Context: an optimization exercise on an open-source flow, tuned for small area, a short achievable clock period and few clock cycles. The choices shown serve that exercise and are no tape-out recipe.
Function was checked by simulation only, so behaviour that the tests miss may differ from the original.

==> flow/design.v, too long to show whole: its modules and the start of the top module <==
// module matmul_sequencer: 108 lines
// module mac_accumulate: 1590 lines
// module mm_fa: 10 lines
// module mm_ha: 9 lines
// module result_writer: 18 lines
// module matmul_top: 56 lines
module matmul_top (
	input  logic                clk,
	input  logic                reset_n,
	input  logic                dut_valid,
	output logic                dut_ready,
	output matmul_pkg::mm_addr_t a_rd_addr,
	input  matmul_pkg::mm_data_t a_rd_data,
	output matmul_pkg::mm_addr_t b_rd_addr,
	input  matmul_pkg::mm_data_t b_rd_data,
	output logic                c_wr_en,
	output matmul_pkg::mm_addr_t c_wr_addr,
	output matmul_pkg::mm_data_t c_wr_data
);
  // ...
==> flow/flow/run.sh <==
#!/bin/bash
set -euo pipefail
bash standard.sh "BUFFER_PORTS_ARGS=-buffer_cell sky130_fd_sc_hd__buf_1" \
	SETUP_SLACK_MARGIN=6.5 finish > standard.log 2>&1
==> flow/standard.sh <==
#!/bin/bash
# synth_recipe.tcl (not shown) runs the flow's synth.tcl, then flattens the netlist and writes it again
# the make line also repeats each setting of config.mk as NAME=value (left out here)
make -C /OpenROAD-flow-scripts/flow DESIGN_CONFIG=/design/flow/config.mk WORK_HOME=/design/flow/orfs CLKGATE_MAP_FILE= SYNTH_SCRIPT=/design/flow/synth_recipe.tcl "${@:-finish}"
==> flow/config.mk <==
export PLATFORM = sky130hd
export DESIGN_NAME = matmul_top
export DESIGN_NICKNAME = matmul_top
export VERILOG_FILES = /design/flow/design.v
export SDC_FILE = /design/flow/constraint.sdc
export NUM_CORES = 4
export LEC_CHECK = 0
export ABC_AREA = 1
export CAP_MARGIN = 30
export CORE_MARGIN = 2
export CORE_UTILIZATION = 40
export CTS_CLUSTER_DIAMETER = 90
export CTS_CLUSTER_SIZE = 24
export SLEW_MARGIN = 40
export SYNTH_HIERARCHICAL = 1
==> flow/constraint.sdc <==
create_clock -name core_clock -period 10.0 [get_ports {clk}]
set_input_delay 2.0000 -clock core_clock [delete_from_list [all_inputs] [get_ports {clk}]]
set_output_delay 2.0000 -clock core_clock [all_outputs]
set_load 0.01 [all_outputs]
==> flow_metrics.py, run 1 <==
metrics = {
    "global_route": {
        "met2_usage": 0.3655,
    },
    "yosys": {
        "synth_top_area_frac": 0.2416,
        "synth.area.top_cells": "fa_1 24%, dfxtp_1 21%, xor2_1 12%",
        "ys_ff_latch": 255,
        "yosysTopAreaCell": "fa_1",
    },
    "placed_design": {
        "place_inst": 2825,
    },
    "final_layout": {
        "top_regs": "u_mac.mid_q: 83 flops, u_mac.aq: 32 flops, u_mac.c_wr_data: 32 flops",
        "final_cell_mix": "313 x nand2_1, 282 x xor2_1, 257 x o22ai_1",
        "syn_to_final_growth_pct": 7.731,
        "largest_reg_flops": 83,
        "comb.multi_input.count": 1509,
        "seq_share": 0.2536,
        "top_register": "u_mac.mid_q",
    },
    "critical_path": {
        "path_buf_inv": 1,
        "end_kind": "flop",
        "crit_fanout": 10,
    },
    "sta": {
        "period_share": 0.3503,
        "fmax_mhz": 285.5,
    },
    "status": {
        "outcome": "finished clean",
    },
    "clocking": {
        "ctsResizeCount": 3,
        "cts_made_buffers": 19,
        "clockBufferDepth": 3,
    },
    "min_path": {
        "whs_endpoint": "u_mac.q_first",
    },
}
Testbench counts, summed over its fixed seeds: cycles 13,659.
==> inputs of run 2 (changes only) <==
--- a/flow/config.mk
+++ b/flow/config.mk
@@ -6,10 +6,12 @@
 export NUM_CORES = 4
 export LEC_CHECK = 0
 export ABC_AREA = 1
-export CAP_MARGIN = 30
+export CAP_MARGIN = 50
 export CORE_MARGIN = 2
 export CORE_UTILIZATION = 40
 export CTS_CLUSTER_DIAMETER = 90
 export CTS_CLUSTER_SIZE = 24
-export SLEW_MARGIN = 40
+export GPL_ROUTABILITY_DRIVEN = 0
+export GPL_TIMING_DRIVEN = 0
+export SLEW_MARGIN = 70
 export SYNTH_HIERARCHICAL = 1
==> run 2 against run 1 <==
Utilization is 1.2 points higher; routed wire length is 2.5% higher; largest cell class unchanged; first-iteration DRC count is 7.8% higher; critical path depth is 1 higher.
==> flow_metrics.py, run 2 <==
metrics = {
    "yosys": {
        "synth-async-reset-ratio": 0.1255,
        "synth.area.top_cells": "fa_1 24%, dfxtp_1 21%, xor2_1 12%",
        "synth_top_area_frac": 0.2416,
        "synth-edff-count": 18,
        "synthAdderAreaFrac": 0.2873,
        "ys_types": 51,
        "synth_compound_area_frac": 0.09799,
        "yosysMostFrequentCell": "nand2_1",
        "yosys.area_share.simple": 0.1112,
        "avgSynthCellArea_um2": 9.328,
        "synth_top_family_by_area": "adder cells",
        "yosys-top-cells-count": "313 x nand2_1, 282 x xor2_1, 257 x o22ai_1",
        "ys_warn_count": 9,
        "ys_ff_latch": 255,
        "netlist_instances": 2141,
        "synth-xor-area-share": 0.1363,
        "yosysTopAreaCell": "fa_1",
        "yosysSeqAreaShare": 0.2727,
        "ys.flop_type": "dfxtp_1",
        "syn_area_mm2": 0.01997,
        "synthMuxAreaShare": 0.008959,
    },
    "drt": {
        "dr_total_vias": 15450,
        "drt_drc_violations_left": 0,
        "ant_nets": 0,
        "dr.pass1.iters": 9,
        "routed_wl_um": 58840,
        "drt-wirelength-per-cell_um": 19.69,
        "vias_per_cell": 5.171,
        "drt_iter0_drc": 1452,
    },
    "clocking": {
        "cts_tree": "yes",
        "cts_root_buffer": "clkbuf_16",
        "htree_levels": 1,
        "clkLatencyLatePin_ns": 0.56,
        "clkTransAtPathRegs_ns": 0.09,
        "cts.sinks": 255,
        "clockBufferDepth": 3,
        "cts_made_buffers": 17,
    },
    "final_layout": {
        "antenna-diode-count": 0,
        "utilization": 0.4501,
        "drive_above_1_share": 0.1110,
        "final_cell_mix": "313 x nand2_1, 281 x xor2_1, 257 x o22ai_1",
        "multiInputGateArea_mm2": 0.01296,
        "final_area_mm2": 0.02213,
        "largest_reg_flops": 83,
        "final_nets": 2695,
        "top_regs": "u_mac.mid_q: 83 flops, u_mac.aq: 32 flops, u_mac.c_wr_data: 32 flops",
        "syn_to_final_growth_pct": 10.79,
        "seq_area_mm2": 0.005448,
        "n_fill_cell": 4792,
        "top_register": "u_mac.mid_q",
        "final_common_cell": "nand2_1",
    },
    "sta": {
        "setup_viol": 0,
        "period_minus_slack_ns": 3.463,
        "fmax_mhz": 288.7,
        "final_max_slew_viol_count": 0,
        "fin_worst_skew_ns": 0.03616,
        "period_share": 0.3463,
        "final.setup.tns_ns": 0,
        "finalWorstSetupSlack_ns": 6.537,
        "hold_viol": 0,
        "rsz0062_at_grt": "no",
    },
    "min_path": {
        "whs_endpoint": "u_mac.q_first",
        "holdPathStages": 0,
        "hold_class": "reg2reg",
        "min_from": "u_sequencer.elem_first",
    },
    "global_route": {
        "grt_util_all_layers": 0.2293,
        "grt.overflow.total": 0,
        "grt_pass1_vias": 15680,
        "grt_pass1_wl_um": 89920,
        "antenna_found_initial": 0,
        "grt_max_degree": 26,
    },
    "floorplan": {
        "core_area_mm2": 0.04915,
        "ioPinCount": 149,
        "die-area_mm2": 0.05173,
        "fp.dieW_um": 227.4,
        "initial_core_util": 0.4063,
        "die_h_um": 227.4,
        "rows": 81,
    },
    "critical_path": {
        "path_class": "reg2reg",
        "critPathArrivalTime_ns": 3.89,
        "critPathLaunchType": "flop",
        "crit_fanout": 10,
        "crit_required_ns": 10.43,
        "end_kind": "flop",
        "r2r_setup_slack_ns": 6.54,
        "setup.worst_path.start": "u_mac.one_q[6]",
        "ff2ff_path_depth": 8,
        "rr_startpoint": "u_mac.one_q[6]",
        "worstReg2RegEnd": "u_mac.mid_q[62]",
    },
    "placed_design": {
        "dp_slack_ns": 6.452,
        "port_buffers": 120,
        "postPlaceCellArea_mm2": 0.02145,
        "hpwl_um": 47630,
    },
    "job": {
        "cap_violations": 0,
    },
    "status": {
        "outcome": "finished clean",
    },
}
## run 2: cell counts after synthesis
Identical to the previous run, type by type.
## run 2: kinds of logic after synthesis
family                     count (synthesis)
muxes                                     16
other                                      1
DFF                                      255
adders and majority gates                314
xor gates and xnor gates                 309
and+or+nand+nor                          529
buffers and inverters                    404
AOI/OAI and AO/OA                        313
## run 2: modules after synthesis (local to each module, per instance)
module / cell area, um2 / flip-flops and latches / copies in the design / cells
result_writer: 302.8 / 6 / 1 / 38
mac_accumulate: 11870 / 203 / 1 / 1553
matmul_top: 214.0 / 0 / 1 / 29
matmul_sequencer: 2380 / 46 / 1 / 249
mm_fa: 20.02 / 0 / 240 / 1
mm_ha: 12.51 / 0 / 32 / 1
## run 2: routing by layer
layer | vias up | share of wire | wire, um | track usage
li1 | 7130 | - | - | -
met1 | 7313 | 0.41 | 24280 | 0.2956
met5 | - | 0 | 0 | 0
met4 | 0 | 0.055 | 3216 | 0.1124
met2 | 821 | 0.44 | 25680 | 0.3639
met3 | 187 | 0.096 | 5661 | 0.05201
## run 2: through the flow
stage	hold WS, ns	cells
6_report	0.3358	2988
4_1_cts	0.3383	2985
2_1_floorplan	0.3096	2168
3_5_place_dp	0.3158	2956
5_1_grt	0.3509	2988
3_3_place_gp	0.3122	2952
## run 2: timing repair
action                                  in CTS  in global routing
setup buffers                                0                  2
hold buffers                                 0                  0
gates resized for setup                      1                 10
endpoints found under the setup margin       5                 12
## run 2: area by class of cell
| cell class | instances | share of cell area |
|---|---|---|
| multi-input cells | 1509 | 0.5858 |
| flip-flops and latches | 255 | 0.2462 |
| inverters | 261 | 0.04581 |
| well taps | 664 | 0.03755 |
| plain buffers | 143 | 0.03585 |
| repair buffers | 127 | 0.02307 |
| clock buffers | 22 | 0.02098 |
| clock inverters | 7 | 0.004750 |
## run 2: critical path, stage by stage, from the launching register on
cell and delay, ns:
dfxtp_1 0.39, clkinvlp_4 0.26, buf_2 0.28, o22ai_1 0.25
xor2_1 0.30, fa_1 0.51, fa_1 0.44, fa_1 0.45
fa_1 0.46
## run 2: worst max-delay path by stage
stage,to,slack (ns)
6_report,u_mac.mid_q[62],6.54
5_1_grt,u_mac.mid_q[43],6.50
4_1_cts,u_mac.mid_q[65],6.52
3_5_place_dp,u_mac.mid_q[82],6.45
3_3_place_gp,u_mac.mid_q[62],6.37
2_1_floorplan,u_mac.c_wr_data[31],7.01
==> inputs of run 3 (changes only) <==
--- a/flow/config.mk
+++ b/flow/config.mk
@@ -11,7 +11,5 @@
 export CORE_UTILIZATION = 40
 export CTS_CLUSTER_DIAMETER = 90
 export CTS_CLUSTER_SIZE = 24
-export GPL_ROUTABILITY_DRIVEN = 0
-export GPL_TIMING_DRIVEN = 0
 export SLEW_MARGIN = 70
 export SYNTH_HIERARCHICAL = 1
==> run 3 against run 2 <==
Global-route usage down 0.63 points; non-clock buffer count fell by 130; register-to-register slack improved by 0.17 ns; maximum frequency increased by 5.1%.
==> flow_metrics.py, run 3 <==
metrics = {
    "status": {
        "outcome": "finished clean",
    },
    "critical_path": {
        "slowest_stage": "fa_1",
        "critical_path.cell_chain": "fa_1 -> fa_1 -> fa_1 -> ha_1 -> ha_1 -> a21o_1 -> nor2_1 -> nand2_1 -> a21oi_1 -> nand2_1 -> nand2_1 -> nand2_1",
        "path_buf_inv": 0,
        "critPathMostFrequentCell": "nand2_1",
        "slowest_delay_ns": 0.58,
        "critPathTopFamily": "adder cells",
        "end_kind": "flop",
        "crit_required_ns": 10.46,
        "critPathLaunchType": "flop",
        "path_class": "reg2reg",
        "critPathArrivalTime_ns": 3.75,
        "crit_fanout": 4,
    },
    "placed_design": {
        "port_buffers": 120,
        "place.gp.congestion": 0.8691,
        "dp_slack_ns": 6.659,
        "hpwl_um": 41370,
    },
    "clocking": {
        "cts_setup_buffers": 0,
        "cts_root_buffer": "clkbuf_16",
        "cts.sinks": 255,
        "ctsResizeCount": 0,
        "cts_tree": "yes",
        "htree_levels": 1,
        "clkTransAtPathRegs_ns": 0.10,
        "clockBufferDepth": 3,
        "clkLatencyLatePin_ns": 0.55,
        "postCtsHoldBufs": 0,
        "cts_made_buffers": 17,
    },
    "drt": {
        "ant_nets": 0,
        "vias_per_cell": 5.277,
        "drt_drc_violations_left": 0,
        "dr_total_vias": 15080,
        "drt-wirelength-per-cell_um": 19.78,
        "routed_wl_um": 56540,
        "drt_iter0_drc": 1214,
        "dr.pass1.iters": 5,
    },
    "floorplan": {
        "die_h_um": 227.4,
        "initial_core_util": 0.4063,
        "ioPinCount": 149,
        "fp.dieW_um": 227.4,
        "rows": 81,
        "die-area_mm2": 0.05173,
        "core_area_mm2": 0.04915,
    },
    "final_layout": {
        "final_common_cell": "nand2_1",
        "final_cell_mix": "313 x nand2_1, 282 x xor2_1, 257 x o22ai_1",
        "antenna-diode-count": 0,
        "syn_to_final_growth_pct": 7.957,
        "utilization": 0.4386,
        "drive_above_1_share": 0.07384,
        "largest_reg_flops": 83,
        "final_nets": 2565,
        "top_register": "u_mac.mid_q",
        "top_regs": "u_mac.mid_q: 83 flops, u_mac.aq: 32 flops, u_mac.c_wr_data: 32 flops",
    },
    "global_route": {
        "grt_pass1_wl_um": 89150,
        "grt_max_degree": 34,
        "grt_util_all_layers": 0.2230,
        "grt_pass1_vias": 15720,
        "antenna_found_initial": 0,
        "grt.overflow.total": 0,
    },
    "yosys": {
        "ys_ff_latch": 255,
        "syn_area_mm2": 0.01997,
        "netlist_instances": 2141,
        "synth-async-reset-ratio": 0.1255,
        "yosysTopAreaCell": "fa_1",
        "yosysSeqAreaShare": 0.2727,
        "synth.area.top_cells": "fa_1 24%, dfxtp_1 21%, xor2_1 12%",
        "ys_warn_count": 9,
        "avgSynthCellArea_um2": 9.328,
        "yosysMostFrequentCell": "nand2_1",
        "ys_types": 51,
        "yosys-top-cells-count": "313 x nand2_1, 282 x xor2_1, 257 x o22ai_1",
        "ys.flop_type": "dfxtp_1",
        "synth_top_area_frac": 0.2416,
        "synth-edff-count": 18,
    },
    "job": {
        "cap_violations": 0,
    },
    "sta": {
        "final.setup.tns_ns": 0,
        "hold_viol": 0,
        "period_minus_slack_ns": 3.295,
        "fin_worst_skew_ns": 0.02655,
        "period_share": 0.3295,
        "finalWorstSetupSlack_ns": 6.705,
        "rsz0062_at_grt": "no",
        "final_max_slew_viol_count": 0,
        "setup_viol": 0,
        "fmax_mhz": 303.5,
    },
    "min_path": {
        "hold_class": "reg2reg",
    },
}
==> run 3: cell counts after synthesis <==
No cell type changed its count.
==> run 3: final cells by class <==
class / instances / area [um2]
fillers: 4832 / 27590
multi-input cells: 1509 / 12950
flip-flops and latches: 255 / 5470
inverters: 261 / 1041
well taps: 664 / 830.8
repair buffers: 140 / 716.9
clock buffers: 22 / 444.2
clock inverters: 7 / 107.6
==> run 3: cells by family after synthesis <==
logic type / share of synthesized area
AOI/OAI and AO/OA: 0.09799
xor gates and xnor gates: 0.1363
adders and majority gates: 0.2873
buffers and inverters: 0.08533
DFF: 0.2727
muxes: 0.008959
other: 0.0001878
and+or+nand+nor: 0.1112
==> run 3: path summary, 6_finish.rpt <==
path                                             start                    end  slack [ns]  depth (start not counted)
worst max-delay path                   u_mac.mid_q[75]    u_mac.c_wr_data[31]        6.70                         12
worst min-delay path            u_sequencer.elem_first          u_mac.q_first        0.34                          0
worst max register to register         u_mac.mid_q[75]    u_mac.c_wr_data[31]        6.70                         12
worst min register to register  u_sequencer.elem_first          u_mac.q_first        0.34                          0
max in group asynchronous                      reset_n  u_sequencer.dut_ready        8.40                          1
min in group asynchronous                      reset_n  u_sequencer.b_addr[6]        1.33                          1
==> run 3: through the flow <==
stage,cells,hold slack (ns),cell area (um2)
6_report,2858,0.3424,21560
5_1_grt,2858,0.3471,21560
4_1_cts,2858,0.3442,21550
3_5_place_dp,2829,0.3242,21000
3_3_place_gp,2825,0.3185,20750
2_1_floorplan,2168,0.3096,20070
==> run 3: metal layers <==
metal | share of wire | wire length, um | vias up | track usage
met5 | 0 | 0 | - | 0
met4 | 0.032 | 1819 | 0 | 0.08265
met3 | 0.089 | 5022 | 136 | 0.04892
met2 | 0.46 | 26010 | 758 | 0.3596
met1 | 0.42 | 23690 | 7306 | 0.2940
li1 | - | - | 6882 | -
==> run 3: Yosys stat by module (local to each module, per instance) <==
module	cell area [um2]	copies in the design	flops+latches	cells
mac_accumulate	11870	1	203	1553
matmul_top	214.0	1	0	29
mm_ha	12.51	32	0	1
mm_fa	20.02	240	0	1
result_writer	302.8	1	6	38
matmul_sequencer	2380	1	46	249
==> inputs of run 4 (changes only) <==
--- a/flow/config.mk
+++ b/flow/config.mk
@@ -9,7 +9,8 @@
 export CAP_MARGIN = 50
 export CORE_MARGIN = 2
 export CORE_UTILIZATION = 40
-export CTS_CLUSTER_DIAMETER = 90
-export CTS_CLUSTER_SIZE = 24
+export CTS_CLUSTER_DIAMETER = 110
+export CTS_CLUSTER_SIZE = 30
+export PLACE_DENSITY = 0.75
 export SLEW_MARGIN = 70
 export SYNTH_HIERARCHICAL = 1
==> run 4 against run 3 <==
Maximum frequency shrank 1.8%; hold slack got worse by 0.0015 ns.
==> flow_metrics.py, run 4 <==
metrics = {
    "sta": {
        "fin_worst_skew_ns": 0.02388,
        "period_share": 0.3354,
        "period_minus_slack_ns": 3.354,
        "finalWorstSetupSlack_ns": 6.646,
        "setup_viol": 0,
        "final.setup.tns_ns": 0,
        "final_max_slew_viol_count": 0,
        "hold_viol": 0,
        "rsz0062_at_grt": "no",
        "fmax_mhz": 298.1,
    },
    "clocking": {
        "cts_tree": "yes",
        "cts.sinks": 255,
        "clkLatencyLatePin_ns": 0.52,
        "htree_levels": 1,
        "cts_root_buffer": "clkbuf_16",
        "cts_setup_buffers": 0,
        "clockBufferDepth": 3,
        "postCtsHoldBufs": 0,
        "ctsResizeCount": 0,
        "clkTransAtPathRegs_ns": 0.12,
        "cts_made_buffers": 13,
    },
    "global_route": {
        "grt.overflow.total": 0,
        "grt_max_degree": 34,
        "grt_util_all_layers": 0.2190,
        "grt_pass1_vias": 15960,
        "grt_pass1_wl_um": 87920,
        "antenna_found_initial": 0,
    },
    "yosys": {
        "ys.flop_type": "dfxtp_1",
        "avgSynthCellArea_um2": 9.328,
        "synth.area.top_cells": "fa_1 24%, dfxtp_1 21%, xor2_1 12%",
        "ys_warn_count": 9,
        "yosysSeqAreaShare": 0.2727,
        "netlist_instances": 2141,
        "synth_top_area_frac": 0.2416,
        "yosys-top-cells-count": "313 x nand2_1, 282 x xor2_1, 257 x o22ai_1",
        "ys_ff_latch": 255,
        "synth-edff-count": 18,
        "ys_types": 51,
        "synth-async-reset-ratio": 0.1255,
        "yosysMostFrequentCell": "nand2_1",
        "syn_area_mm2": 0.01997,
        "yosysTopAreaCell": "fa_1",
    },
    "floorplan": {
        "fp.dieW_um": 227.4,
        "initial_core_util": 0.4063,
        "die-area_mm2": 0.05173,
        "die_h_um": 227.4,
        "core_area_mm2": 0.04915,
        "rows": 81,
        "ioPinCount": 149,
    },
    "final_layout": {
        "seq_area_mm2": 0.005473,
        "antenna-diode-count": 0,
        "final_nets": 2557,
        "largest_reg_flops": 83,
        "syn_to_final_growth_pct": 6.936,
        "top_register": "u_mac.mid_q",
        "top_regs": "u_mac.mid_q: 83 flops, u_mac.aq: 32 flops, u_mac.c_wr_data: 32 flops",
        "final_cell_mix": "313 x nand2_1, 282 x xor2_1, 257 x o22ai_1",
        "multiInputGateArea_mm2": 0.01295,
        "final_common_cell": "nand2_1",
        "n_fill_cell": 4721,
        "drive_above_1_share": 0.06917,
    },
    "critical_path": {
        "slowest_stage": "dfxtp_2",
        "critPathTopFamily": "adder cells",
        "crit_required_ns": 10.38,
        "end_kind": "flop",
        "path_class": "reg2reg",
        "critPathLaunchType": "flop",
        "crit_fanout": 18,
        "critPathArrivalTime_ns": 3.74,
        "critical_path.cell_chain": "inv_2 -> o22ai_1 -> xor2_1 -> fa_1 -> fa_1 -> fa_1 -> fa_1",
        "slowest_delay_ns": 0.60,
        "critPathMostFrequentCell": "fa_1",
        "path_buf_inv": 1,
    },
    "min_path": {
        "hold_class": "reg2reg",
    },
    "drt": {
        "routed_wl_um": 56220,
        "ant_nets": 0,
        "drt_iter0_drc": 1328,
        "dr.pass1.iters": 6,
        "drt_drc_violations_left": 0,
        "drt-wirelength-per-cell_um": 19.75,
        "dr_total_vias": 15420,
        "vias_per_cell": 5.417,
    },
    "placed_design": {
        "place.gp.congestion": 0.9446,
        "port_buffers": 120,
        "hpwl_um": 40880,
        "dp_slack_ns": 6.704,
    },
    "job": {
        "cap_violations": 0,
    },
    "status": {
        "outcome": "finished clean",
    },
}
run 4: cell count changes in the layout (fill, tap and decap cells not counted), sizes merged:
cell / before / now
buf: 139 / 134
bufinv: 0 / 1
clkbuf: 23 / 20
clkinv: 18 / 17
inv: 250 / 247
run 4: logic make-up (layout without fill, tap and decap cells):
logic type	Yosys count	after routing	share of synthesized area
XOR/XNOR	309	309	0.1363
multiplexers	16	16	0.008959
AO/OA/AOI/OAI	313	313	0.09799
other	1	28	0.0001878
adder cells (fa/ha/maj)	314	314	0.2873
flip-flops	255	255	0.2727
AND/OR/NAND/NOR	529	529	0.1112
buffers and inverters	404	419	0.08533
run 4: routing by layer:
layer,GRT usage,part of all wire
met5,0,0
met3,0.05098,0.10
met4,0.08223,0.039
met1,0.2741,0.39
met2,0.3682,0.47
run 4: worst paths after layout:
path                       slack [ns]                     to                   start  cells past startpoint
max in group asynchronous        8.36  u_sequencer.dut_ready                 reset_n                      1
min reg2reg                      0.34          u_mac.q_first  u_sequencer.elem_first                      0
min                              0.34          u_mac.q_first  u_sequencer.elem_first                      0
max                              6.65        u_mac.mid_q[62]             u_mac.aq[0]                      7
max reg2reg                      6.65        u_mac.mid_q[62]             u_mac.aq[0]                      7
min in group asynchronous        1.36  u_sequencer.a_addr[6]                 reset_n                      1
run 4: final cells by class:
class | count | area share
Clock inverter | 4 | 0.003457
Clock buffer | 18 | 0.01658
Timing Repair Buffer | 136 | 0.02982
Sequential cell | 255 | 0.2563
Multi-Input combinational cell | 1509 | 0.6063
Inverter | 261 | 0.04863
Tap cell | 664 | 0.03890
run 4: through the flow:
stage               utilization  cell area [um2]  std cells  hold slack [ns]
global route             0.4345            21360       2847           0.3452
finish                   0.4345            21360       2847           0.3409
CTS                      0.4334            21310       2846           0.3396
floorplan                     -            20070       2168           0.3096
global placement         0.4221            20750       2824           0.3127
detailed placement       0.4247            20880       2824           0.3121
run 4: per-module statistics from Yosys (local to each module, per instance):
module	area (um2)	cells inside
matmul_sequencer	2380	249
matmul_top	214.0	29
mac_accumulate	11870	1553
mm_ha	12.51	1
result_writer	302.8	38
mm_fa	20.02	1
==> inputs of run 5 (changes only) <==
--- a/flow/config.mk
+++ b/flow/config.mk
@@ -11,6 +11,5 @@
 export CORE_UTILIZATION = 40
 export CTS_CLUSTER_DIAMETER = 110
 export CTS_CLUSTER_SIZE = 30
-export PLACE_DENSITY = 0.75
 export SLEW_MARGIN = 70
 export SYNTH_HIERARCHICAL = 1
==> run 5 against run 4 <==
Still clean; maximum frequency rose by 2.4%; global-route usage rose by 0.27 points; synthesized cell count did not move; critical path depth rose by 5; via count fell by 2.5%; sequential cell count did not move; synthesized area did not move.
==> flow_metrics.py, run 5 <==
metrics = {
    "yosys": {
        "synth-async-reset-ratio": 0.1255,
        "synth-edff-count": 18,
        "yosys-top-cells-count": "313 x nand2_1, 282 x xor2_1, 257 x o22ai_1",
        "yosysSeqAreaShare": 0.2727,
        "yosysMostFrequentCell": "nand2_1",
        "synth_compound_area_frac": 0.09799,
        "yosys.area_share.simple": 0.1112,
        "ys_types": 51,
        "ys_warn_count": 9,
        "synth.area.top_cells": "fa_1 24%, dfxtp_1 21%, xor2_1 12%",
        "synth-xor-area-share": 0.1363,
        "synth_top_area_frac": 0.2416,
        "avgSynthCellArea_um2": 9.328,
        "netlist_instances": 2141,
        "yosysTopAreaCell": "fa_1",
        "synthMuxAreaShare": 0.008959,
        "ys.flop_type": "dfxtp_1",
        "synthAdderAreaFrac": 0.2873,
        "synth_top_family_by_area": "adder cells",
        "ys_ff_latch": 255,
        "syn_area_mm2": 0.01997,
    },
    "critical_path": {
        "crit_end": "u_mac.c_wr_data[31]",
        "path_buf_inv": 0,
        "critical_path.cell_chain": "fa_1 -> fa_1 -> fa_1 -> ha_1 -> ha_1 -> a21o_1 -> nor2_1 -> nand2_1 -> a21oi_1 -> nand2_1 -> nand2_1 -> nand2_1",
        "setup.worst_path.start": "u_mac.mid_q[75]",
        "path_class": "reg2reg",
        "worstReg2RegEnd": "u_mac.c_wr_data[31]",
        "cp.depth": 12,
        "crit_required_ns": 10.40,
        "ff2ff_path_depth": 12,
        "critPathMostFrequentCell": "nand2_1",
        "crit_fanout": 4,
        "slowest_delay_ns": 0.57,
        "r2r_setup_slack_ns": 6.73,
        "rr_startpoint": "u_mac.mid_q[75]",
        "slowest_stage": "fa_1",
        "end_kind": "flop",
        "critPathArrivalTime_ns": 3.68,
        "critPathLaunchType": "flop",
        "critPathTopFamily": "adder cells",
    },
    "global_route": {
        "met2_usage": 0.3593,
        "use_met1": 0.2932,
        "grt_pass1_vias": 15690,
        "grt_pass1_wl_um": 88820,
        "grt_max_degree": 34,
        "grt_busiest_layer": "met2",
        "antenna_found_initial": 0,
        "grt.overflow.total": 0,
        "grt.met3_usage": 0.04375,
        "grt_util_all_layers": 0.2218,
    },
    "floorplan": {
        "die-area_mm2": 0.05173,
        "core_area_mm2": 0.04915,
        "fp.dieW_um": 227.4,
        "initial_core_util": 0.4063,
        "die_h_um": 227.4,
        "rows": 81,
        "ioPinCount": 149,
    },
    "clocking": {
        "cts_made_buffers": 13,
        "cts_tree": "yes",
        "clockBufferDepth": 3,
        "cts.sinks": 255,
        "clkLatencyLatePin_ns": 0.53,
        "ctsResizeCount": 0,
        "postCtsHoldBufs": 0,
        "clkTransAtPathRegs_ns": 0.12,
        "cts_setup_buffers": 0,
        "htree_levels": 1,
        "cts_root_buffer": "clkbuf_16",
    },
    "sta": {
        "final.setup.tns_ns": 0,
        "fmax_mhz": 305.4,
        "fin_worst_skew_ns": 0.03509,
        "period_share": 0.3274,
        "setup_viol": 0,
        "period_minus_slack_ns": 3.274,
        "final_max_slew_viol_count": 0,
        "rsz0062_at_grt": "no",
        "hold_viol": 0,
    },
    "final_layout": {
        "top_register": "u_mac.mid_q",
        "n_fill_cell": 4848,
        "seq_area_mm2": 0.005473,
        "final_nets": 2561,
        "antenna-diode-count": 0,
        "drive_above_1_share": 0.07179,
        "multiInputGateArea_mm2": 0.01295,
        "final_common_cell": "nand2_1",
        "final_cell_mix": "313 x nand2_1, 282 x xor2_1, 257 x o22ai_1",
        "largest_reg_flops": 83,
        "top_regs": "u_mac.mid_q: 83 flops, u_mac.aq: 32 flops, u_mac.c_wr_data: 32 flops",
        "syn_to_final_growth_pct": 7.299,
    },
    "drt": {
        "dr_total_vias": 15030,
        "vias_per_cell": 5.272,
        "ant_nets": 0,
        "drt-wirelength-per-cell_um": 19.71,
        "dr.pass1.iters": 7,
        "drt_iter0_drc": 1240,
        "routed_wl_um": 56200,
        "drt_drc_violations_left": 0,
    },
    "status": {
        "outcome": "finished clean",
    },
    "job": {
        "cap_violations": 0,
    },
    "placed_design": {
        "port_buffers": 120,
        "place.gp.congestion": 0.8691,
        "hpwl_um": 41370,
    },
    "min_path": {
        "hold_class": "reg2reg",
    },
}
## run 5: cell counts after synthesis
No cell type changed its count.
## run 5: cells by family (layout without fill, tap and decap cells)
group | after synthesis | in the layout
buf+inv | 404 | 423
fa+ha+maj | 314 | 314
simple gates | 529 | 529
flops | 255 | 255
xor+xnor | 309 | 309
mux | 16 | 16
other cells | 1 | 28
compound gates | 313 | 313
## run 5: area by class of cell
type                            count  share of cell area
Clock buffer                       17             0.01635
Clock inverter                      5            0.003153
Inverter                          261             0.04858
Multi-Input combinational cell   1509              0.6043
Sequential cell                   255              0.2554
Tap cell                          664             0.03877
Timing Repair Buffer              140             0.03346
## run 5: how the worst min path moves through the flow
stage | slack [ns] | endpoint | depth (start not counted) | from
finish | 0.35 | u_mac.q_first | 0 | u_sequencer.elem_first
detailed placement | 0.32 | u_mac.q_first | 0 | u_sequencer.elem_first
CTS | 0.35 | u_mac.q_first | 0 | u_sequencer.elem_first
floorplan | 0.31 | u_mac.m_first | 0 | u_mac.q_first
global placement | 0.32 | u_mac.q_first | 0 | u_sequencer.elem_first
global route | 0.35 | u_mac.q_first | 0 | u_sequencer.elem_first
## run 5: Yosys stat by module, one instance, submodules excluded
module / cell area [um2] / copies in the design / cells / flops+latches
mac_accumulate: 11870 / 1 / 1553 / 203
matmul_sequencer: 2380 / 1 / 249 / 46
matmul_top: 214.0 / 1 / 29 / 0
mm_fa: 20.02 / 240 / 1 / 0
mm_ha: 12.51 / 32 / 1 / 0
result_writer: 302.8 / 1 / 38 / 6
## run 5: routing by layer
| metal | wire length [um] | up-vias |
|---|---|---|
| met2 | 25660 | 767 |
| li1 | - | 6875 |
| met4 | 1981 | 0 |
| met1 | 23620 | 7259 |
| met3 | 4940 | 130 |
| met5 | 0 | - |
## run 5: through the flow
step                instance area (um2)  hold slack, ns  instances  utilization  setup WS [ns]
CTS                               21410          0.3512       2851       0.4356          6.663
detailed placement                21000          0.3242       2829       0.4271          6.659
global placement                  20750          0.3185       2825       0.4222          6.304
finish                            21430          0.3505       2851       0.4359          6.726
global route                      21430          0.3534       2851       0.4359          6.513
floorplan                         20070          0.3096       2168            -          7.011
==> inputs of run 6 (changes only) <==
==> flow/flow/run.sh (replaced) <==
#!/bin/bash
set -euo pipefail
bash standard.sh "BUFFER_PORTS_ARGS=-buffer_cell sky130_fd_sc_hd__buf_1" \
	SETUP_SLACK_MARGIN=6.9 finish > standard.log 2>&1
==> run 6 against run 5 <==
Global-route usage is 0.24 points higher; register-to-register slack better by 0.13 ns; routed wire length is 4.6% higher; setup slack better by 0.093 ns; critical path type is now reg2out; critical endpoint is now dut_ready; largest cell class unchanged.
==> flow_metrics.py, run 6 <==
metrics = {
    "yosys": {
        "ys_warn_count": 9,
        "synth_top_family_by_area": "adder cells",
        "synth_top_area_frac": 0.2416,
        "syn_area_mm2": 0.01997,
        "synthMuxAreaShare": 0.008959,
        "synthAdderAreaFrac": 0.2873,
        "ys_types": 51,
        "synth-edff-count": 18,
        "synth_compound_area_frac": 0.09799,
        "yosys.area_share.simple": 0.1112,
        "netlist_instances": 2141,
        "synth.area.top_cells": "fa_1 24%, dfxtp_1 21%, xor2_1 12%",
        "ys_ff_latch": 255,
        "avgSynthCellArea_um2": 9.328,
        "yosysTopAreaCell": "fa_1",
        "yosys-top-cells-count": "313 x nand2_1, 282 x xor2_1, 257 x o22ai_1",
        "yosysSeqAreaShare": 0.2727,
        "ys.flop_type": "dfxtp_1",
        "yosysMostFrequentCell": "nand2_1",
        "synth-xor-area-share": 0.1363,
        "synth-async-reset-ratio": 0.1255,
    },
    "critical_path": {
        "rr_startpoint": "u_mac.mid_q[75]",
        "slowest_delay_ns": 0.56,
        "critPathArrivalTime_ns": 1.18,
        "crit_required_ns": 8.00,
        "end_kind": "output port",
        "cp.depth": 1,
        "r2r_setup_slack_ns": 6.86,
        "ff2ff_path_depth": 12,
        "critical_path.cell_chain": "buf_6",
        "slowest_stage": "dfstp_2",
        "critPathLaunchType": "flop",
        "critPathTopFamily": "flip-flops",
        "crit_end": "dut_ready",
        "crit_fanout": 2,
        "path_class": "reg2out",
        "path_buf_inv": 1,
        "setup.worst_path.start": "u_sequencer.dut_ready",
        "worstReg2RegEnd": "u_mac.c_wr_data[31]",
    },
    "final_layout": {
        "top_register": "u_mac.mid_q",
        "utilization": 0.4595,
        "top_regs": "u_mac.mid_q: 83 flops, u_mac.aq: 32 flops, u_mac.c_wr_data: 32 flops",
        "drive_above_1_share": 0.1577,
        "largest_reg_flops": 83,
        "antenna-diode-count": 0,
        "final_area_mm2": 0.02258,
        "final_nets": 2619,
        "final_cell_mix": "301 x nand2_1, 280 x xor2_1, 241 x o22ai_1",
        "final_common_cell": "nand2_1",
        "syn_to_final_growth_pct": 13.09,
    },
    "global_route": {
        "grt_busiest_layer": "met2",
        "use_met1": 0.2960,
        "met2_usage": 0.3640,
        "grt_pass1_vias": 15880,
        "grt_max_degree": 34,
        "grt_pass1_wl_um": 89720,
        "grt.overflow.total": 0,
        "grt_util_all_layers": 0.2241,
        "antenna_found_initial": 0,
        "grt.met3_usage": 0.04440,
    },
    "clocking": {
        "cts.sinks": 255,
        "cts_tree": "yes",
        "clkTransAtPathRegs_ns": 0.12,
        "cts_made_buffers": 13,
        "postCtsHoldBufs": 0,
        "clkLatencyLatePin_ns": 0.53,
        "cts_root_buffer": "clkbuf_16",
        "htree_levels": 1,
        "clockBufferDepth": 3,
    },
    "drt": {
        "dr_total_vias": 15480,
        "ant_nets": 0,
        "dr.pass1.iters": 6,
        "vias_per_cell": 5.321,
        "drt-wirelength-per-cell_um": 20.20,
        "routed_wl_um": 58770,
        "drt_drc_violations_left": 0,
        "drt_iter0_drc": 1493,
    },
    "floorplan": {
        "fp.dieW_um": 227.4,
        "rows": 81,
        "die_h_um": 227.4,
        "initial_core_util": 0.4063,
        "ioPinCount": 149,
        "core_area_mm2": 0.04915,
        "die-area_mm2": 0.05173,
    },
    "status": {
        "outcome": "finished clean",
    },
    "placed_design": {
        "port_buffers": 120,
        "hpwl_um": 41370,
        "place.gp.congestion": 0.8691,
        "postPlaceCellArea_mm2": 0.02100,
    },
    "sta": {
        "period_share": 0.3181,
        "fin_worst_skew_ns": 0.03512,
        "final_max_slew_viol_count": 0,
        "final.setup.tns_ns": 0,
        "period_minus_slack_ns": 3.181,
        "hold_viol": 0,
        "setup_viol": 0,
        "fmax_mhz": 314.4,
        "rsz0062_at_grt": "yes",
    },
    "min_path": {
        "hold_class": "reg2reg",
    },
    "job": {
        "cap_violations": 0,
    },
}
## run 6: cell counts after synthesis
Identical to the previous run, type by type.
## run 6: worst min path at each step
stage / startpoint / to / slack [ns] / depth (start not counted)
global placement: u_sequencer.elem_first / u_mac.q_first / 0.32 / 0
finish: u_sequencer.elem_first / u_mac.q_first / 0.35 / 0
global route: u_sequencer.elem_first / u_mac.q_first / 0.35 / 0
CTS: u_sequencer.elem_first / u_mac.q_first / 0.35 / 0
floorplan: u_mac.q_first / u_mac.m_first / 0.31 / 0
detailed placement: u_sequencer.elem_first / u_mac.q_first / 0.32 / 0
## run 6: timing repair
| action | in CTS | in global routing |
|---|---|---|
| pin swaps | 2 | 24 |
| cloned | 0 | 7 |
| buffers inserted | 18 | 33 |
| hold endpoints to repair | 0 | 0 |
| resized for setup | 51 | 161 |
| endpoints found under the setup margin | 65 | 63 |
## run 6: area by class of cell
| type | count | area [um2] |
|---|---|---|
| inverters | 261 | 1136 |
| repair buffers | 194 | 1331 |
| clock buffers | 17 | 350.3 |
| fillers | 4735 | 26570 |
| well taps | 664 | 830.8 |
| repair inverters | 4 | 22.52 |
| multi-input cells | 1509 | 13340 |
| flip-flops and latches | 255 | 5504 |
| clock inverters | 5 | 67.56 |
## run 6: per-layer routing
metal	part of all wire	routed length, um
met2	0.46	27080
met1	0.42	24430
met3	0.090	5287
met5	0	0
met4	0.033	1964
## run 6: per-stage QoR
| stage | instances | setup slack, ns | hold WS [ns] |
|---|---|---|---|
| after detailed placement | 2829 | 6.659 | 0.3242 |
| after global routing | 2909 | 6.714 | 0.3534 |
| after floorplan | 2168 | 7.011 | 0.3096 |
| final | 2909 | 6.819 | 0.3495 |
| after CTS | 2869 | 6.800 | 0.3512 |
| after global placement | 2825 | 6.304 | 0.3185 |
## run 6: Yosys stat by module (local to each module, per instance)
module	flip-flops and latches	times used
mac_accumulate	203	1
matmul_sequencer	46	1
matmul_top	0	1
mm_fa	0	240
mm_ha	0	32
result_writer	6	1
## run 6: kinds of logic (layout without fill, tap and decap cells)
group                    count (synthesis)  in the layout
multiplexers                            16             16
flip-flops                             255            255
AND/OR/NAND/NOR                        529            529
XOR/XNOR                               309            309
AO/OA/AOI/OAI                          313            313
buffers and inverters                  404            481
adder cells (fa/ha/maj)                314            314
other                                    1             28
==> inputs of run 7 (changes only) <==
==> flow/flow/run.sh (replaced) <==
#!/bin/bash
set -euo pipefail
bash standard.sh "BUFFER_PORTS_ARGS=-buffer_cell sky130_fd_sc_hd__buf_1" \
	SETUP_SLACK_MARGIN=6.8 finish > standard.log 2>&1
==> run 7 against run 6 <==
Still clean on timing, DRC and antenna; count of clock-buffer cells in the layout stayed put; via count decreased by 1.9%; clock skew about the same; synthesized area is the same.
==> flow_metrics.py, run 7 <==
metrics = {
    "status": {
        "outcome": "finished clean",
    },
    "sta": {
        "fmax_mhz": 314.1,
        "hold_viol": 0,
        "fin_worst_skew_ns": 0.03547,
        "final.setup.tns_ns": 0,
        "final_max_slew_viol_count": 0,
        "period_minus_slack_ns": 3.184,
        "rsz0062_at_grt": "yes",
        "period_share": 0.3184,
        "setup_viol": 0,
    },
    "yosys": {
        "ys_warn_count": 9,
        "ys.flop_type": "dfxtp_1",
        "ys_types": 51,
        "synth-async-reset-ratio": 0.1255,
        "ys_ff_latch": 255,
        "yosys-top-cells-count": "313 x nand2_1, 282 x xor2_1, 257 x o22ai_1",
        "synth-edff-count": 18,
        "yosysTopAreaCell": "fa_1",
        "yosysMostFrequentCell": "nand2_1",
        "yosysSeqAreaShare": 0.2727,
        "synth.area.top_cells": "fa_1 24%, dfxtp_1 21%, xor2_1 12%",
        "netlist_instances": 2141,
        "syn_area_mm2": 0.01997,
        "synth_top_area_frac": 0.2416,
        "avgSynthCellArea_um2": 9.328,
    },
    "final_layout": {
        "syn_to_final_growth_pct": 8.991,
        "final_nets": 2568,
        "largest_reg_flops": 83,
        "top_register": "u_mac.mid_q",
        "antenna-diode-count": 0,
        "final_cell_mix": "307 x nand2_1, 281 x xor2_1, 254 x o22ai_1",
        "final_area_mm2": 0.02177,
        "top_regs": "u_mac.mid_q: 83 flops, u_mac.aq: 32 flops, u_mac.c_wr_data: 32 flops",
        "drive_above_1_share": 0.09799,
        "utilization": 0.4428,
        "final_common_cell": "nand2_1",
    },
    "clocking": {
        "cts.sinks": 255,
        "htree_levels": 1,
        "clockBufferDepth": 3,
        "cts_root_buffer": "clkbuf_16",
        "clkLatencyLatePin_ns": 0.53,
        "clkTransAtPathRegs_ns": 0.12,
        "cts_made_buffers": 13,
        "cts_tree": "yes",
    },
    "critical_path": {
        "slowest_stage": "dfstp_2",
        "critical_path.cell_chain": "buf_6",
        "slowest_delay_ns": 0.56,
        "critPathLaunchType": "flop",
        "crit_required_ns": 8.00,
        "path_class": "reg2out",
        "end_kind": "output port",
        "crit_fanout": 2,
        "cp.depth": 1,
        "critPathArrivalTime_ns": 1.18,
        "ff2ff_path_depth": 7,
        "critPathTopFamily": "flip-flops",
        "path_buf_inv": 1,
    },
    "drt": {
        "routed_wl_um": 56900,
        "vias_per_cell": 5.311,
        "drt-wirelength-per-cell_um": 19.91,
        "drt_drc_violations_left": 0,
        "dr_total_vias": 15180,
        "ant_nets": 0,
        "dr.pass1.iters": 5,
        "drt_iter0_drc": 1360,
    },
    "job": {
        "cap_violations": 0,
    },
    "global_route": {
        "grt_util_all_layers": 0.2224,
        "grt_max_degree": 34,
        "grt_pass1_wl_um": 89020,
        "grt.overflow.total": 0,
        "grt_pass1_vias": 15690,
        "antenna_found_initial": 0,
    },
    "floorplan": {
        "rows": 81,
        "fp.dieW_um": 227.4,
        "ioPinCount": 149,
        "core_area_mm2": 0.04915,
        "die-area_mm2": 0.05173,
        "initial_core_util": 0.4063,
        "die_h_um": 227.4,
    },
    "min_path": {
        "holdPathStages": 0,
        "hold_class": "reg2reg",
    },
    "placed_design": {
        "place.gp.congestion": 0.8691,
        "hpwl_um": 41370,
        "postPlaceCellArea_mm2": 0.02100,
        "port_buffers": 120,
    },
}
## run 7: cell counts after synthesis
Identical to the previous run, type by type.
## run 7: kinds of logic after synthesis
logic type,after synthesis,share of synthesized area
other,1,0.0001878
AND/OR/NAND/NOR,529,0.1112
AO/OA/AOI/OAI,313,0.09799
multiplexers,16,0.008959
adder cells (fa/ha/maj),314,0.2873
buffers and inverters,404,0.08533
XOR/XNOR,309,0.1363
flip-flops,255,0.2727
## run 7: path summary, 6_finish.rpt
check,start,to,slack [ns]
setup reg to reg,u_mac.aq[18],u_mac.mid_q[74],6.85
hold / removal,u_sequencer.elem_first,u_mac.q_first,0.35
setup / recovery,u_sequencer.dut_ready,dut_ready,6.82
min in group asynchronous,reset_n,u_sequencer.b_addr[6],1.34
hold reg to reg,u_sequencer.elem_first,u_mac.q_first,0.35
max in group asynchronous,reset_n,u_sequencer.dut_ready,8.39
## run 7: final cells by class
class / instances / area [um2]
Fill cell: 4807 / 27390
Timing Repair Buffer: 145 / 792.0
Multi-Input combinational cell: 1509 / 13170
Tap cell: 664 / 830.8
Timing Repair inverter: 2 / 10.01
Clock inverter: 5 / 67.56
Sequential cell: 255 / 5484
Inverter: 261 / 1060
Clock buffer: 17 / 350.3
## run 7: what timing repair did
action                     CTS  global route
cloned                       0             2
setup endpoints to repair   15            36
setup buffers                0             5
gates resized for setup     13            68
pin swaps                    2            14
hold buffers                 0             0
## run 7: routing by layer
metal	share of wire	vias to the layer above	global-route usage	wire, um
li1	-	6889	-	-
met4	0.034	0	0.08391	1951
met2	0.46	796	0.3601	25980
met5	0	-	0	0
met3	0.088	139	0.04350	4995
met1	0.42	7356	0.2947	23960
## run 7: modules after synthesis (local to each module, per instance)
module            cells inside  copies in the design  area (um2)  flip-flops and latches
mac_accumulate            1553                     1       11870                     203
matmul_sequencer           249                     1        2380                      46
result_writer               38                     1       302.8                       6
matmul_top                  29                     1       214.0                       0
mm_fa                        1                   240       20.02                       0
mm_ha                        1                    32       12.51                       0
## run 7: per-stage QoR
stage | cells | hold WS [ns] | setup WS (ns)
2_1_floorplan | 2168 | 0.3096 | 7.011
3_3_place_gp | 2825 | 0.3185 | 6.304
3_5_place_dp | 2829 | 0.3242 | 6.659
4_1_cts | 2851 | 0.3512 | 6.789
5_1_grt | 2858 | 0.3534 | 6.714
6_report | 2858 | 0.3502 | 6.816
==> inputs of run 8 (changes only) <==
--- a/flow/config.mk
+++ b/flow/config.mk
@@ -9,7 +9,7 @@
 export CAP_MARGIN = 50
 export CORE_MARGIN = 2
 export CORE_UTILIZATION = 40
-export CTS_CLUSTER_DIAMETER = 110
-export CTS_CLUSTER_SIZE = 30
+export CTS_CLUSTER_DIAMETER = 90
+export CTS_CLUSTER_SIZE = 24
 export SLEW_MARGIN = 70
 export SYNTH_HIERARCHICAL = 1
==> run 8 against run 7 <==
Final area barely moved; sequential share of layout area barely moved; via count is 0.20% lower; cell count about the same; utilization barely moved; critical path depth is the same; synthesized area unchanged; register-to-register slack about the same; hold slack got worse by 0.0077 ns; clock skew down 0.0087 ns.
==> flow_metrics.py, run 8 <==
metrics = {
    "yosys": {
        "ys_ff_latch": 255,
        "synth_top_area_frac": 0.2416,
        "yosysSeqAreaShare": 0.2727,
        "synthMuxAreaShare": 0.008959,
        "syn_area_mm2": 0.01997,
        "ys.flop_type": "dfxtp_1",
        "netlist_instances": 2141,
        "yosys.area_share.simple": 0.1112,
        "ys_warn_count": 9,
        "yosys-top-cells-count": "313 x nand2_1, 282 x xor2_1, 257 x o22ai_1",
        "yosysMostFrequentCell": "nand2_1",
        "synth-edff-count": 18,
        "synth-xor-area-share": 0.1363,
        "avgSynthCellArea_um2": 9.328,
        "yosysTopAreaCell": "fa_1",
        "ys_types": 51,
        "synth-async-reset-ratio": 0.1255,
        "synthAdderAreaFrac": 0.2873,
        "synth_top_family_by_area": "adder cells",
        "synth.area.top_cells": "fa_1 24%, dfxtp_1 21%, xor2_1 12%",
        "synth_compound_area_frac": 0.09799,
    },
    "critical_path": {
        "path_buf_inv": 1,
        "critical_path.cell_chain": "buf_6",
        "rr_startpoint": "u_mac.mid_q[71]",
        "crit_fanout": 2,
        "slowest_delay_ns": 0.55,
        "end_kind": "output port",
        "path_class": "reg2out",
        "slowest_stage": "dfstp_2",
        "crit_required_ns": 8.00,
        "critPathArrivalTime_ns": 1.19,
        "critPathLaunchType": "flop",
        "critPathTopFamily": "flip-flops",
        "setup.worst_path.start": "u_sequencer.dut_ready",
    },
    "sta": {
        "fmax_mhz": 313.2,
        "hold_viol": 0,
        "period_minus_slack_ns": 3.193,
        "fin_worst_skew_ns": 0.02678,
        "final_max_slew_viol_count": 0,
        "period_share": 0.3193,
        "rsz0062_at_grt": "yes",
        "final.setup.tns_ns": 0,
        "setup_viol": 0,
    },
    "floorplan": {
        "fp.dieW_um": 227.4,
        "initial_core_util": 0.4063,
        "die_h_um": 227.4,
        "core_area_mm2": 0.04915,
        "die-area_mm2": 0.05173,
        "ioPinCount": 149,
        "rows": 81,
    },
    "clocking": {
        "clockBufferDepth": 3,
        "htree_levels": 1,
        "cts_tree": "yes",
        "cts_root_buffer": "clkbuf_16",
        "cts_made_buffers": 17,
        "cts.sinks": 255,
        "clkTransAtPathRegs_ns": 0.10,
        "clkLatencyLatePin_ns": 0.56,
    },
    "final_layout": {
        "multiInputGateArea_mm2": 0.01312,
        "largest_reg_flops": 83,
        "top_register": "u_mac.mid_q",
        "drive_above_1_share": 0.09248,
        "utilization": 0.4432,
        "syn_to_final_growth_pct": 9.078,
        "top_regs": "u_mac.mid_q: 83 flops, u_mac.aq: 32 flops, u_mac.c_wr_data: 32 flops",
        "n_fill_cell": 4805,
        "final_nets": 2566,
        "antenna-diode-count": 0,
        "final_cell_mix": "309 x nand2_1, 281 x xor2_1, 255 x o22ai_1",
        "final_common_cell": "nand2_1",
        "seq_area_mm2": 0.005478,
    },
    "drt": {
        "dr_total_vias": 15150,
        "drt-wirelength-per-cell_um": 19.84,
        "dr.pass1.iters": 5,
        "ant_nets": 0,
        "drt_iter0_drc": 1324,
        "vias_per_cell": 5.299,
        "drt_drc_violations_left": 0,
        "routed_wl_um": 56730,
    },
    "min_path": {
        "hold_class": "reg2reg",
        "min_from": "u_sequencer.elem_first",
    },
    "job": {
        "cap_violations": 0,
    },
    "placed_design": {
        "hpwl_um": 41370,
        "place.gp.congestion": 0.8691,
        "port_buffers": 120,
    },
    "global_route": {
        "grt_pass1_wl_um": 89270,
        "antenna_found_initial": 0,
        "grt_pass1_vias": 15730,
        "grt_max_degree": 34,
        "grt.overflow.total": 0,
        "grt_util_all_layers": 0.2234,
    },
    "status": {
        "outcome": "finished clean",
    },
}
-- run 8: cell counts after synthesis --
Identical to the previous run, type by type.
-- run 8: final cells by class --
class | instances | area share
clock buffer | 22 | 0.02039
clock inverter | 7 | 0.004940
inverter | 261 | 0.04808
multi-input combinational | 1509 | 0.6021
sequential | 255 | 0.2515
tap | 664 | 0.03814
timing repair buffer | 141 | 0.03486
-- run 8: worst reg2reg max path: cells and delay by family (launching register included) --
kind | cells | cell delay, ns
buffers and inverters | 1 | 0.06
and+or+nand+nor | 5 | 0.34
DFF | 1 | 0.33
AOI/OAI and AO/OA | 2 | 0.20
adders and majority gates | 5 | 2.13
-- run 8: metal layers --
metal / up-vias / global-route usage / routed length (um)
met5: - / 0 / 0
met4: 0 / 0.08265 / 1856
met3: 138 / 0.04892 / 4911
met2: 752 / 0.3603 / 26090
met1: 7372 / 0.2945 / 23880
li1: 6888 / - / -
-- run 8: kinds of logic (layout without fill, tap and decap cells) --
family | count (synthesis) | count (layout)
compound gates | 313 | 313
xor+xnor | 309 | 309
simple gates | 529 | 529
other cells | 1 | 28
mux | 16 | 16
buf+inv | 404 | 431
fa+ha+maj | 314 | 314
flops | 255 | 255
-- run 8: stage by stage --
step / hold slack, ns / area (um2) / setup slack [ns] / std cells
after floorplan: 0.3096 / 20070 / 7.011 / 2168
after global placement: 0.3185 / 20750 / 6.304 / 2825
after detailed placement: 0.3242 / 21000 / 6.659 / 2829
after CTS: 0.3442 / 21610 / 6.785 / 2858
after global routing: 0.3471 / 21780 / 6.698 / 2859
final: 0.3426 / 21780 / 6.807 / 2859
-- run 8: final timing paths --
path | endpoint | slack [ns] | cells after the start
min | u_mac.q_first | 0.34 | 0
min in group asynchronous | u_sequencer.b_addr[6] | 1.33 | 1
max | dut_ready | 6.81 | 1
min reg2reg | u_mac.q_first | 0.34 | 0
max in group asynchronous | u_sequencer.dut_ready | 8.40 | 1
max reg2reg | u_mac.c_wr_data[30] | 6.84 | 13
-- run 8: per-module statistics from Yosys, one instance, submodules excluded --
module | copies in the design | cells inside | cell area, um2
mac_accumulate | 1 | 1553 | 11870
matmul_sequencer | 1 | 249 | 2380
matmul_top | 1 | 29 | 214.0
mm_fa | 240 | 1 | 20.02
mm_ha | 32 | 1 | 12.51
result_writer | 1 | 38 | 302.8
-- run 8: repair_timing --
| item | 4_1_cts | 5_1_grt |
|---|---|---|
| endpoints found under the setup margin | 10 | 31 |
| buffers inserted | 0 | 1 |
| pin swaps | 2 | 16 |
| resized for setup | 10 | 49 |
| hold buffers | 0 | 0 |
==> inputs of run 9 (changes only) <==
==> flow/flow/run.sh (replaced) <==
#!/bin/bash
set -euo pipefail
bash standard.sh "BUFFER_PORTS_ARGS=-buffer_cell sky130_fd_sc_hd__buf_1" \
	SETUP_SLACK_MARGIN=6.5 finish > standard.log 2>&1
--- a/flow/config.mk
+++ b/flow/config.mk
@@ -6,10 +6,10 @@
 export NUM_CORES = 4
 export LEC_CHECK = 0
 export ABC_AREA = 1
-export CAP_MARGIN = 50
+export CAP_MARGIN = 45
 export CORE_MARGIN = 2
 export CORE_UTILIZATION = 40
-export CTS_CLUSTER_DIAMETER = 90
-export CTS_CLUSTER_SIZE = 24
-export SLEW_MARGIN = 70
+export CTS_CLUSTER_DIAMETER = 100
+export CTS_CLUSTER_SIZE = 26
+export SLEW_MARGIN = 65
 export SYNTH_HIERARCHICAL = 1
==> run 9 against run 8 <==
Critical path depth is 7 higher; synthesized area stayed put; largest cell class unchanged; routed wire length hardly changed; non-clock buffer count is 4 lower; maximum frequency is 5.5% lower; count of clock-buffer cells in the layout is 5 lower; cell count is 0.24% lower; hold slack better by 0.0037 ns.
==> flow_metrics.py, run 9 <==
metrics = {
    "status": {
        "outcome": "finished clean",
    },
    "drt": {
        "dr_total_vias": 15150,
        "routed_wl_um": 56750,
        "drt_drc_violations_left": 0,
        "drt_iter0_drc": 1243,
        "vias_per_cell": 5.312,
        "drt-wirelength-per-cell_um": 19.90,
        "ant_nets": 0,
        "dr.pass1.iters": 5,
    },
    "placed_design": {
        "port_buffers": 120,
        "hpwl_um": 41120,
        "place_inst": 2826,
        "place.gp.congestion": 0.8691,
    },
    "critical_path": {
        "critPathArrivalTime_ns": 3.79,
        "critical_path.cell_chain": "buf_4 -> inv_2 -> o22ai_1 -> xor2_1 -> fa_1 -> fa_1 -> fa_1 -> fa_1",
        "path_buf_inv": 2,
        "critPathLaunchType": "flop",
        "critPathTopFamily": "adder cells",
        "critPathMostFrequentCell": "fa_1",
        "slowest_stage": "fa_1",
        "slowest_delay_ns": 0.49,
        "crit_required_ns": 10.41,
        "crit_fanout": 18,
        "path_class": "reg2reg",
        "end_kind": "flop",
    },
    "sta": {
        "fmax_mhz": 295.9,
        "final.setup.tns_ns": 0,
        "period_minus_slack_ns": 3.380,
        "tightest_slew_ns": 0.5250,
        "setup_viol": 0,
        "final_max_slew_viol_count": 0,
        "fin_worst_skew_ns": 0.01745,
        "slew-limit-headroom": 0.6495,
        "rsz0062_at_grt": "no",
        "hold_viol": 0,
        "period_share": 0.3380,
    },
    "clocking": {
        "clkTransAtPathRegs_ns": 0.10,
        "ctsResizeCount": 0,
        "cts_setup_buffers": 0,
        "cts_root_buffer": "clkbuf_16",
        "cts_tree": "yes",
        "clockBufferDepth": 3,
        "clkLatencyLatePin_ns": 0.53,
        "postCtsHoldBufs": 0,
        "htree_levels": 1,
        "cts.sinks": 255,
        "cts_made_buffers": 15,
    },
    "final_layout": {
        "top_regs": "u_mac.mid_q: 83 flops, u_mac.aq: 32 flops, u_mac.c_wr_data: 32 flops",
        "top_register": "u_mac.mid_q",
        "antenna-diode-count": 0,
        "final_common_cell": "nand2_1",
        "largest_reg_flops": 83,
        "final_cell_mix": "313 x nand2_1, 282 x xor2_1, 257 x o22ai_1",
        "drive_above_1_share": 0.06901,
        "fin_cells": 2852,
        "final_nets": 2560,
        "utilization": 0.4347,
        "syn_to_final_growth_pct": 7.004,
    },
    "floorplan": {
        "rows": 81,
        "fp.dieW_um": 227.4,
        "ioPinCount": 149,
        "core_area_mm2": 0.04915,
        "die_h_um": 227.4,
        "initial_core_util": 0.4063,
        "die-area_mm2": 0.05173,
    },
    "yosys": {
        "yosys-top-cells-count": "313 x nand2_1, 282 x xor2_1, 257 x o22ai_1",
        "yosysSeqAreaShare": 0.2727,
        "ys_types": 51,
        "yosysMostFrequentCell": "nand2_1",
        "yosysTopAreaCell": "fa_1",
        "synth-async-reset-ratio": 0.1255,
        "avgSynthCellArea_um2": 9.328,
        "synth_top_area_frac": 0.2416,
        "netlist_instances": 2141,
        "ys_warn_count": 9,
        "ys_ff_latch": 255,
        "synth.area.top_cells": "fa_1 24%, dfxtp_1 21%, xor2_1 12%",
        "syn_area_mm2": 0.01997,
        "ys.flop_type": "dfxtp_1",
        "synth-edff-count": 18,
    },
    "global_route": {
        "grt_max_degree": 34,
        "antenna_found_initial": 0,
        "grt_pass1_wl_um": 89130,
        "grt_pass1_vias": 15920,
        "grt.overflow.total": 0,
        "grt_util_all_layers": 0.2233,
    },
    "job": {
        "cap_violations": 0,
    },
    "min_path": {
        "hold_class": "reg2reg",
    },
}
run 9: kinds of logic after synthesis:
kind of cell | count (synthesis) | share of synthesized area
mux | 16 | 0.008959
compound gates | 313 | 0.09799
flops | 255 | 0.2727
fa+ha+maj | 314 | 0.2873
simple gates | 529 | 0.1112
other cells | 1 | 0.0001878
buf+inv | 404 | 0.08533
xor+xnor | 309 | 0.1363
run 9: worst register-to-register path, stage by stage (launching register included):
cell     delay [ns]
dfxtp_1        0.32
buf_4          0.27
inv_2          0.27
o22ai_1        0.30
xor2_1         0.27
fa_1           0.47
fa_1           0.49
fa_1           0.40
fa_1           0.47
run 9: worst paths after layout:
check / from / endpoint / slack, ns / cells past startpoint
worst max-delay path: u_mac.aq[0] / u_mac.mid_q[62] / 6.62 / 8
worst min-delay path: u_sequencer.elem_first / u_mac.q_first / 0.35 / 0
worst max register to register: u_mac.aq[0] / u_mac.mid_q[62] / 6.62 / 8
worst min register to register: u_sequencer.elem_first / u_mac.q_first / 0.35 / 0
max in group asynchronous: reset_n / u_sequencer.dut_ready / 8.39 / 1
min in group asynchronous: reset_n / u_sequencer.drain / 1.33 / 1
run 9: through the flow:
step	cell area (um2)	worst slack [ns]	hold WS (ns)
global placement	20750	6.304	0.3185
finish	21370	6.620	0.3463
detailed placement	20860	6.656	0.3206
floorplan	20070	7.011	0.3096
CTS	21350	6.645	0.3452
global route	21370	6.515	0.3509
run 9: metal layers:
layer	up-vias	part of all wire	track usage
met5	-	0	0
met4	0	0.037	0.08855
met3	145	0.090	0.04840
met2	779	0.45	0.3597
met1	7365	0.42	0.2929
li1	6860	-	-
run 9: cell type report:
class                           instances  area, um2
Clock inverter                          9      97.59
Clock buffer                           17      392.9
Timing Repair Buffer                  137      616.8
Inverter                              261       1017
Sequential cell                       255       5470
Fill cell                            4862      27780
Tap cell                              664      830.8
Multi-Input combinational cell       1509      12940
run 9: modules after synthesis, one instance, submodules excluded:
module | copies in the design | cell area, um2
mm_fa | 240 | 20.02
matmul_sequencer | 1 | 2380
mac_accumulate | 1 | 11870
mm_ha | 32 | 12.51
result_writer | 1 | 302.8
matmul_top | 1 | 214.0

-- static timing again, ports no longer ideal --
The flow's constraints put no driver on any port. The routed layouts listed below were extracted and timed again, unchanged, in two steps.
Step 1 (the two cells are an assumption about what drives the block):
set clk [get_ports {clk}]
set_driving_cell -lib_cell sky130_fd_sc_hd__clkbuf_16 $clk
set_driving_cell -lib_cell sky130_fd_sc_hd__buf_2 [delete_from_list [all_inputs] $clk]
Step 2 adds t to the input delays and takes it off the output delays; t is the mean of the earliest and latest rising clock arrival at the registers after step 1. Input paths then give back, and output paths get back, about the clock's delay inside the block.
Slacks: ideal ports / drivers / drivers and shift; pairs: ideal ports / drivers.
run | t (ns) | setup WS [ns] | worst data-port slew with drivers (ns)
run 1 | 0.601 | 6.497 / 6.497 / 6.497 | 0.06
run 2 | 0.596 | 6.537 / 6.537 / 6.537 | 0.05
run 3 | 0.597 | 6.705 / 6.705 / 6.656 | 0.06
run 4 | 0.558 | 6.646 / 6.646 / 6.646 | 0.07
run 5 | 0.567 | 6.726 / 6.724 / 6.685 | 0.06
run 6 | 0.566 | 6.819 / 6.763 / 6.679 | 0.06
run 7 | 0.569 | 6.816 / 6.760 / 6.692 | 0.06
run 8 | 0.597 | 6.807 / 6.751 / 6.653 | 0.06
run 9 | 0.586 | 6.620 / 6.620 / 6.620 | 0.05
After both steps setup and hold are still met in every run listed. For run 8, which loses most, drivers alone change the setup slack by -0.056 ns; drivers and shift together by -0.154 ns.
